Source: an optimization exercise on an open RTL-to-GDS flow (aim: small area, a short achievable clock period and few clock cycles). Production flows keep margins and buffers that such runs may drop.
RTL that was checked went through simulation tests only; none was proved equivalent to the original.
The flow treats the clock pin as an ideal source, which a real chip does not have.
No activity file was given, so power comes from the tool's default toggle rates.

==> pepper <==
Design qc_fsm_complex, start of the top module:
module qc_fsm_complex #(
  parameter int unsigned N    = 3,
  parameter int unsigned W    = 16,
  parameter int unsigned FRAC = W - 2
) (
  input  logic         clk,
  input  logic         reset,
  input  logic         load_ready,
  input  logic [W-1:0] load_data,
  input  logic         new_gate,
  output logic [W-1:0] send_data,
  output logic         busy,
  output logic         done,
  output logic         sat
);
clock: 12.5 ns
lec_check: 0
cap_margin: 20
core_margin: 2
core_utilization: 70
place_density: 0.75
slew_margin: 20
run.sh (not shown) runs the stock make flow with config.mk's settings and CLKGATE_MAP_FILE= SYNTH_SCRIPT=/design/flow/synth_recipe.tcl, a recipe that flattens the netlist after the stock synthesis.
==> tundra (differences from pepper) <==
- CORE_UTILIZATION: 70 -> 40
- PLACE_DENSITY: 0.75 -> not set
==> onyx (differences from pepper) <==
==> flow/flow/run.sh (new file) <==
#!/bin/bash
# The standard layout (standard.sh: standard synthesis, floorplan, place, CTS, route),
# with two changes to how it is made: the port buffers are buf_4 cells instead of the
# resizer's default pick (a delay cell), and timing repair aims at a setup slack margin
# well past zero, so that the layout runs faster than the clock period asks for.
# The clock period, SDC and all other settings are the standard flow's.
set -euo pipefail
cd "$(dirname "$0")/.."
export BUFFER_PORTS_ARGS="-buffer_cell sky130_fd_sc_hd__buf_4"
export SETUP_SLACK_MARGIN="${QC_SETUP_MARGIN:-9}"
export TNS_END_PERCENT=100
bash standard.sh > make_standard.log 2>&1
==> flow/standard.sh (new file) <==
#!/bin/bash
# synth_recipe.tcl (not shown) runs the flow's synth.tcl, then flattens the netlist and writes it again
# the make line also repeats each setting of config.mk as NAME=value (left out here)
make -C /OpenROAD-flow-scripts/flow DESIGN_CONFIG=/design/flow/config.mk WORK_HOME=/design/flow/orfs CLKGATE_MAP_FILE= SYNTH_SCRIPT=/design/flow/synth_recipe.tcl "${@:-finish}"
removed: flow/run.sh
==> qor summary <==
Worst clock skew: pepper 0.0209 ns; tundra 0.0142 ns; onyx 0.0296 ns
Gpl congestion: pepper 0.901; tundra 0.835; onyx 0.899
Sum of met3 wire segment lengths after detailed routing: pepper 5.70 mm; tundra 4.69 mm; onyx 6.83 mm
Share of cell area taken by multi-input logic gates: pepper 0.277; tundra 0.272; onyx 0.279
Non-filler instance count after layout: pepper 2692; tundra 3078; onyx 2806
Data arrival time of the critical path: pepper 4.44 ns; tundra 1.63 ns; onyx 1.17 ns
Post-CTS setup buffer count: pepper 0; tundra 0; onyx 92
Portion of the layout cell area used by non-clock buffers: pepper 0.0155; tundra 0.0172; onyx 0.0473
Largest incremental delay on the critical path: pepper 0.54 ns; tundra 0.58 ns; onyx 0.43 ns
Number of rows in the core area: pepper 76; tundra 100; onyx 76
Number of cells on the critical path: pepper 13; tundra 1; onyx 1
Post-layout worst setup margin: pepper 8.40 ns; tundra 8.37 ns; onyx 8.83 ns
Clock-cell share of area: pepper 0.0688; tundra 0.0684; onyx 0.0639
Worst hold path endpoint: pepper o_q[4][0]; tundra s_q[4][31]; onyx a1_q
Largest vdd supply drop: pepper 0.244 mV; tundra 0.0938 mV; onyx 0.341 mV
Clock buf count: pepper 96; tundra 86; onyx 89
Average wire per cell in the routed design: pepper 23.8 µm; tundra 21.2 µm; onyx 24.2 µm
Buf/Inv on CP: pepper 2; tundra 1; onyx 1
Gates resized, CTS repair: pepper 0; tundra 0; onyx 73
Power density normalized to cell area: pepper 219 nW/µm²; tundra 219 nW/µm²; onyx 228 nW/µm²
Required time of the worst setup path: pepper 12.84 ns; tundra 10.00 ns; onyx 10.00 ns
Power in combinational cells: pepper 2.38 mW; tundra 2.45 mW; onyx 3.07 mW
Status: pepper complete, no violations; tundra complete, no violations; onyx complete, no violations
Overall fraction of global-route tracks in use: pepper 0.298; tundra 0.169; onyx 0.312
Crit path kind: pepper flip-flop to flip-flop; tundra flip-flop to output pin; onyx flip-flop to output pin
Worst setup endpoint: pepper acc_b_q[22]; tundra sat; onyx sat
Testbench counts of pepper, summed over its fixed seeds: cycles 66,240.
Testbench counts of tundra, summed over its fixed seeds: cycles 66,240.
Testbench counts of onyx, summed over its fixed seeds: cycles 66,240.

* * *

==> inputs of trial 13 <==
Another version of the RTL of qc_fsm_complex (not shown whole).
==> flow/config.mk <==
export PLATFORM = sky130hd
export DESIGN_NAME = qc_fsm_complex
export DESIGN_NICKNAME = qc_fsm_complex
export VERILOG_FILES = /design/flow/design.v
export SDC_FILE = /design/flow/constraint.sdc
export NUM_CORES = 4
export LEC_CHECK = 0
export CAP_MARGIN = 20
export CORE_MARGIN = 2
export CORE_UTILIZATION = 70
export CTS_BUF_LIST = sky130_fd_sc_hd__clkbuf_16
export CTS_CLUSTER_DIAMETER = 90
export CTS_CLUSTER_SIZE = 24
export GPL_TIMING_DRIVEN = 1
export PLACE_DENSITY = 0.75
export SLEW_MARGIN = 20
==> flow/constraint.sdc <==
create_clock -name core_clock -period 12.5 [get_ports {clk}]
set_input_delay 2.5000 -clock core_clock [delete_from_list [all_inputs] [get_ports {clk}]]
set_output_delay 2.5000 -clock core_clock [all_outputs]
set_load 0.01 [all_outputs]
standard.sh (not shown) runs the stock make flow with config.mk's settings and CLKGATE_MAP_FILE= SYNTH_SCRIPT=/design/flow/synth_recipe.tcl, a recipe that flattens the netlist after the stock synthesis.
==> flow/flow/run.sh <==
#!/bin/bash
# The standard layout (standard.sh: standard synthesis, floorplan, place, CTS, route),
# with two changes to how it is made: the port buffers are buf_4 cells instead of the
# resizer's default pick (a delay cell), and timing repair aims at a setup slack margin
# well past zero, so that the layout runs faster than the clock period asks for.
# The clock period, SDC and all other settings are the standard flow's.
set -euo pipefail
cd "$(dirname "$0")/.."
export BUFFER_PORTS_ARGS="-buffer_cell sky130_fd_sc_hd__buf_4"
export SETUP_SLACK_MARGIN="${QC_SETUP_MARGIN:-8.9}"
export TNS_END_PERCENT=100
bash standard.sh > make_standard.log 2>&1
==> inputs of trial 18, as changes to trial 13 <==
--- a/flow/design.v
+++ b/flow/design.v
@@ -26,33 +26,34 @@
   logic [2*N:0]    cnt_q;         
   logic            ng_q;
   logic            lastw_q;       
   logic            done_q, sat_q;
   logic            part, row_last;
   assign part     = cnt_q[0];
   assign row_last = &cnt_q[2*N:N+1];
   assign cap = load_ready & ~wait_ack_q;
-  logic wfirst_q, wlast_q, wrow7_q;
+  logic wpart_q, wfirst_q, wlast_q, wrow7_q;
   logic a0_q, a1_q;
   logic r_q;
   logic [W-1:0]       x_q;
   logic [ND-1:0]      one_q, two_q, neg_q;
   logic [2*W-1:0]     pcs_s_q, pcs_c_q;
   logic [AccW-1:0]    acc_a_q, acc_b_q;    
   logic [W-1:0]       send_q;
   logic [2*W-1:0]     s_q [Max];      
   logic [2*W-1:0]     o_q [Max-1];
   logic [2*W-1:0] m_s, m_c;
   qc_mul_cs u_mul (.x(x_q), .one(one_q), .two(two_q), .neg(neg_q), .s(m_s), .c(m_c));
-  logic          y_re, y_neg;
+  logic          y_re, y_neg, y_ld;
   logic [W-1:0]  y;
   logic [ND-1:0] y_one, y_two, y_negd;
-  assign y_re  = cap_q ? part : ~part;
-  assign y_neg = ~cap_q & part;
+  assign y_ld  = cap_q | ph1_q;
+  assign y_re  = ph_load_q | (cap_q ? part : wpart_q);
+  assign y_neg = ~cap_q & ~wpart_q;
   assign y     = y_re ? s_q[0][W-1:0] : s_q[0][2*W-1:W];
   always_comb begin
     for (int i = 0; i < ND; i++) begin
       logic b2, b1, b0;
       b2 = y[2*i+1];
       b1 = y[2*i];
       b0 = (i == 0) ? 1'b0 : y[2*i-1];
       y_one[i]  = b1 ^ b0;
@@ -134,23 +135,26 @@
   end
   always_ff @(posedge clk) begin
     if (cap && ph_send_q) send_q <= part ? s_q[0][2*W-1:W] : s_q[0][W-1:0];
     if (cap_q && ph_load_q && cnt_q[N:0] == '0) sat_q <= 1'b0;
     else if (r_q) sat_q <= sat_q | ovf_re | ovf_im;
     ng_q <= new_gate;
     if (!wait_ack_q) x_q <= load_data;
     if (cap_q) begin
+      wpart_q  <= part;
       wfirst_q <= (cnt_q[N:0] == '0);
       wlast_q  <= (cnt_q[N:0] == (N+1)'(2 * Max - 1));
       wrow7_q  <= row_last;
     end
-    one_q <= y_one;
-    two_q <= y_two;
-    neg_q <= y_negd;
+    if (y_ld) begin
+      one_q <= y_one;
+      two_q <= y_two;
+      neg_q <= y_negd;
+    end
     pcs_s_q <= m_s;
     pcs_c_q <= m_c;
     if (a0_q | a1_q) begin
       acc_a_q <= acc_b_q;
       acc_b_q <= acc_sum;
     end
     if (rot_q) begin
       for (int i = 0; i < Max - 1; i++) s_q[i] <= s_q[i+1];
- ABC_AREA: not set -> 1
- GPL_TIMING_DRIVEN: 1 -> not set
==> inputs of build 41, as changes to trial 13 <==
--- a/flow/design.v
+++ b/flow/design.v
@@ -26,17 +26,18 @@
   logic [2*N:0]    cnt_q;         
   logic            ng_q;
   logic            lastw_q;       
   logic            done_q, sat_q;
   logic            part, row_last;
   assign part     = cnt_q[0];
   assign row_last = &cnt_q[2*N:N+1];
   assign cap = load_ready & ~wait_ack_q;
-  logic wfirst_q, wlast_q, wrow7_q;
+  logic wlast_q, wrow7_q;
+  logic first0_q, first_q;
   logic a0_q, a1_q;
   logic r_q;
   logic [W-1:0]       x_q;
   logic [ND-1:0]      one_q, two_q, neg_q;
   logic [2*W-1:0]     pcs_s_q, pcs_c_q;
   logic [AccW-1:0]    acc_a_q, acc_b_q;    
   logic [W-1:0]       send_q;
   logic [2*W-1:0]     s_q [Max];      
@@ -56,17 +57,17 @@
       b1 = y[2*i];
       b0 = (i == 0) ? 1'b0 : y[2*i-1];
       y_one[i]  = b1 ^ b0;
       y_two[i]  = (b2 & ~b1 & ~b0) | (~b2 & b1 & b0);
       y_negd[i] = b2 ^ y_neg;
     end
   end
   logic [AccW-1:0] acc_base, acc_sum;
-  assign acc_base = wfirst_q ? AccInit : acc_a_q;
+  assign acc_base = first_q ? AccInit : acc_a_q;
   assign acc_sum  = acc_base + AccW'(pcs_s_q) + AccW'(pcs_c_q);
   logic          ovf_re, ovf_im;
   logic [AccW-1:0] acc_re_q, acc_im_q;
   assign acc_re_q = acc_a_q;
   assign acc_im_q = acc_b_q;
   logic [W-1:0]  res_re, res_im;
   assign ovf_re = ~(&acc_re_q[AccW-1:FRAC+W-1]) & (|acc_re_q[AccW-1:FRAC+W-1]);
   assign ovf_im = ~(&acc_im_q[AccW-1:FRAC+W-1]) & (|acc_im_q[AccW-1:FRAC+W-1]);
@@ -134,23 +135,24 @@
   end
   always_ff @(posedge clk) begin
     if (cap && ph_send_q) send_q <= part ? s_q[0][2*W-1:W] : s_q[0][W-1:0];
     if (cap_q && ph_load_q && cnt_q[N:0] == '0) sat_q <= 1'b0;
     else if (r_q) sat_q <= sat_q | ovf_re | ovf_im;
     ng_q <= new_gate;
     if (!wait_ack_q) x_q <= load_data;
     if (cap_q) begin
-      wfirst_q <= (cnt_q[N:0] == '0);
       wlast_q  <= (cnt_q[N:0] == (N+1)'(2 * Max - 1));
       wrow7_q  <= row_last;
     end
     one_q <= y_one;
     two_q <= y_two;
     neg_q <= y_negd;
+    first0_q <= cap_q & (cnt_q[N:0] == '0);
+    first_q  <= (cap_q & (cnt_q[N:0] == '0)) | first0_q;
     pcs_s_q <= m_s;
     pcs_c_q <= m_c;
     if (a0_q | a1_q) begin
       acc_a_q <= acc_b_q;
       acc_b_q <= acc_sum;
     end
     if (rot_q) begin
       for (int i = 0; i < Max - 1; i++) s_q[i] <= s_q[i+1];
==> flow/flow/run.sh (replaced) <==
#!/bin/bash
# The standard layout (standard.sh: standard synthesis, floorplan, place, CTS, route),
# with three changes to how it is made:
#  - the port buffers are buf_4 cells instead of the resizer's default pick (a delay cell);
#  - timing repair aims at a setup slack margin well past zero, so that the layout runs
#    faster than the clock period asks for;
#  - after CTS, the root buffer that CTS puts right at the clock port is taken out, so the
#    port drives the four buffers of the tree's first level directly (unroot.tcl). Every
#    register's clock still passes two levels of clock buffers; all arrive equally earlier.
# The clock period, SDC and all other settings are the standard flow's.
set -euo pipefail
cd "$(dirname "$0")/.."
export BUFFER_PORTS_ARGS="-buffer_cell sky130_fd_sc_hd__buf_4"
export SETUP_SLACK_MARGIN=9.1
export TNS_END_PERCENT=100
R=orfs/results/sky130hd/qc_fsm_complex/base
bash standard.sh cts > make_cts.log 2>&1
UNROOT_IN=$R/4_cts.odb UNROOT_OUT=$R/4_cts.odb openroad -no_init -exit flow/unroot.tcl > unroot.log 2>&1
bash standard.sh finish > make_finish.log 2>&1
==> flow/flow/unroot.tcl (new file) <==
set in_db  $::env(UNROOT_IN)
set out_db $::env(UNROOT_OUT)
read_db $in_db
set block [ord::get_db_block]
set port_net [$block findNet clk]
set root ""
foreach it [$port_net getITerms] {
  if {[[$it getInst] getName] ne ""} { lappend root [$it getInst] }
}
puts "port net loads: [llength $root]"
if {[llength $root] != 1} { puts "UNROOT: port drives [llength $root] cells, left as is"; write_db $out_db; exit 0 }
set root [lindex $root 0]
set master [[$root getMaster] getName]
if {![string match "sky130_fd_sc_hd__clkbuf_*" $master]} { puts "UNROOT: root is $master, left as is"; write_db $out_db; exit 0 }
set out_net ""
foreach it [$root getITerms] {
  if {[$it isOutputSignal]} { set out_net [$it getNet] }
}
set loads {}
foreach it [$out_net getITerms] {
  if {[$it getInst] ne $root} { lappend loads $it }
}
if {[llength [$out_net getBTerms]] > 0} { puts "UNROOT: root output drives a port, left as is"; write_db $out_db; exit 0 }
puts "root [$root getName] ($master) drives [llength $loads] pins on [$out_net getName]"
if {[llength $loads] > 4} { puts "UNROOT: too many loads, left as is"; write_db $out_db; exit 0 }
foreach it $loads {
  puts "  move [[$it getInst] getName]/[[$it getMTerm] getName] to [$port_net getName]"
  $it disconnect
  $it connect $port_net
}
foreach it [$root getITerms] { if {[$it getNet] ne "NULL"} { $it disconnect } }
odb::dbInst_destroy $root
odb::dbNet_destroy $out_net
write_db $out_db
puts "UNROOT: done"
- CTS_CLUSTER_DIAMETER: 90 -> 100
- CTS_CLUSTER_SIZE: 24 -> 28
- GPL_TIMING_DRIVEN: 1 -> not set
==> summary of the runs <==
First-iteration DRC count: trial 18 > trial 13 > build 41. Count of clock-buffer cells in the layout, lowest first: build 41, trial 18, trial 13. Against trial 13, the hold slack of build 41 is higher by 0.00067 ns. Combinational power, highest first: trial 13, build 41, trial 18. The lowest final cell count belongs to build 41, the highest to trial 18. Worst setup slack, highest first: build 41, trial 13, trial 18. Of trial 18 and trial 13, trial 13 has the higher sequential power (gap about 4%, measured against trial 13). Of trial 18 and trial 13, trial 18 has the higher synthesized cell count (gap 12%, measured against trial 13). Critical path depth is the same in trial 13 and build 41. Die area: build 41 < trial 13 < trial 18.
Testbench counts of trial 13, summed over its fixed seeds: cycles 66,240.
Testbench counts of build 41, summed over its fixed seeds: cycles 66,240.
Function not checked in trial 18: the RTL went through the layout flow alone.

==> re-timing with driven ports <==
Ports are ideal in the flow. The routed layouts listed here were re-timed in OpenROAD. Step 1 assumes that a clkbuf_16 drives the clock port and a buf_2 every other input. Step 2 adds t to the input delays and takes it off the output delays; t is the mean of the earliest and latest rising clock arrival at the registers after step 1. Input paths then give back, and output paths get back, about the clock's delay inside the block. Slacks: ideal ports / drivers / drivers and shift; pairs: ideal ports / drivers.
run | shift t [ns] | setup slack, ns | worst setup path at the end
pepper | 0.657 | 8.403 / 8.367 / 8.105 | input to register
tundra | 0.661 | 8.374 / 8.315 / 8.212 | input to register
onyx | 0.651 | 8.828 / 8.772 / 8.776 | input to register
trial 13 | 0.629 | 8.888 / 8.829 / 8.689 | input to register
trial 18 | 0.647 | 8.814 / 8.753 / 8.574 | input to register
build 41 | 0.549 | 8.958 / 8.880 / 8.826 | input to register
After both steps setup and hold are still met in every run listed. For pepper, which loses most, drivers alone change the setup slack by -0.036 ns; drivers and shift together by -0.298 ns.
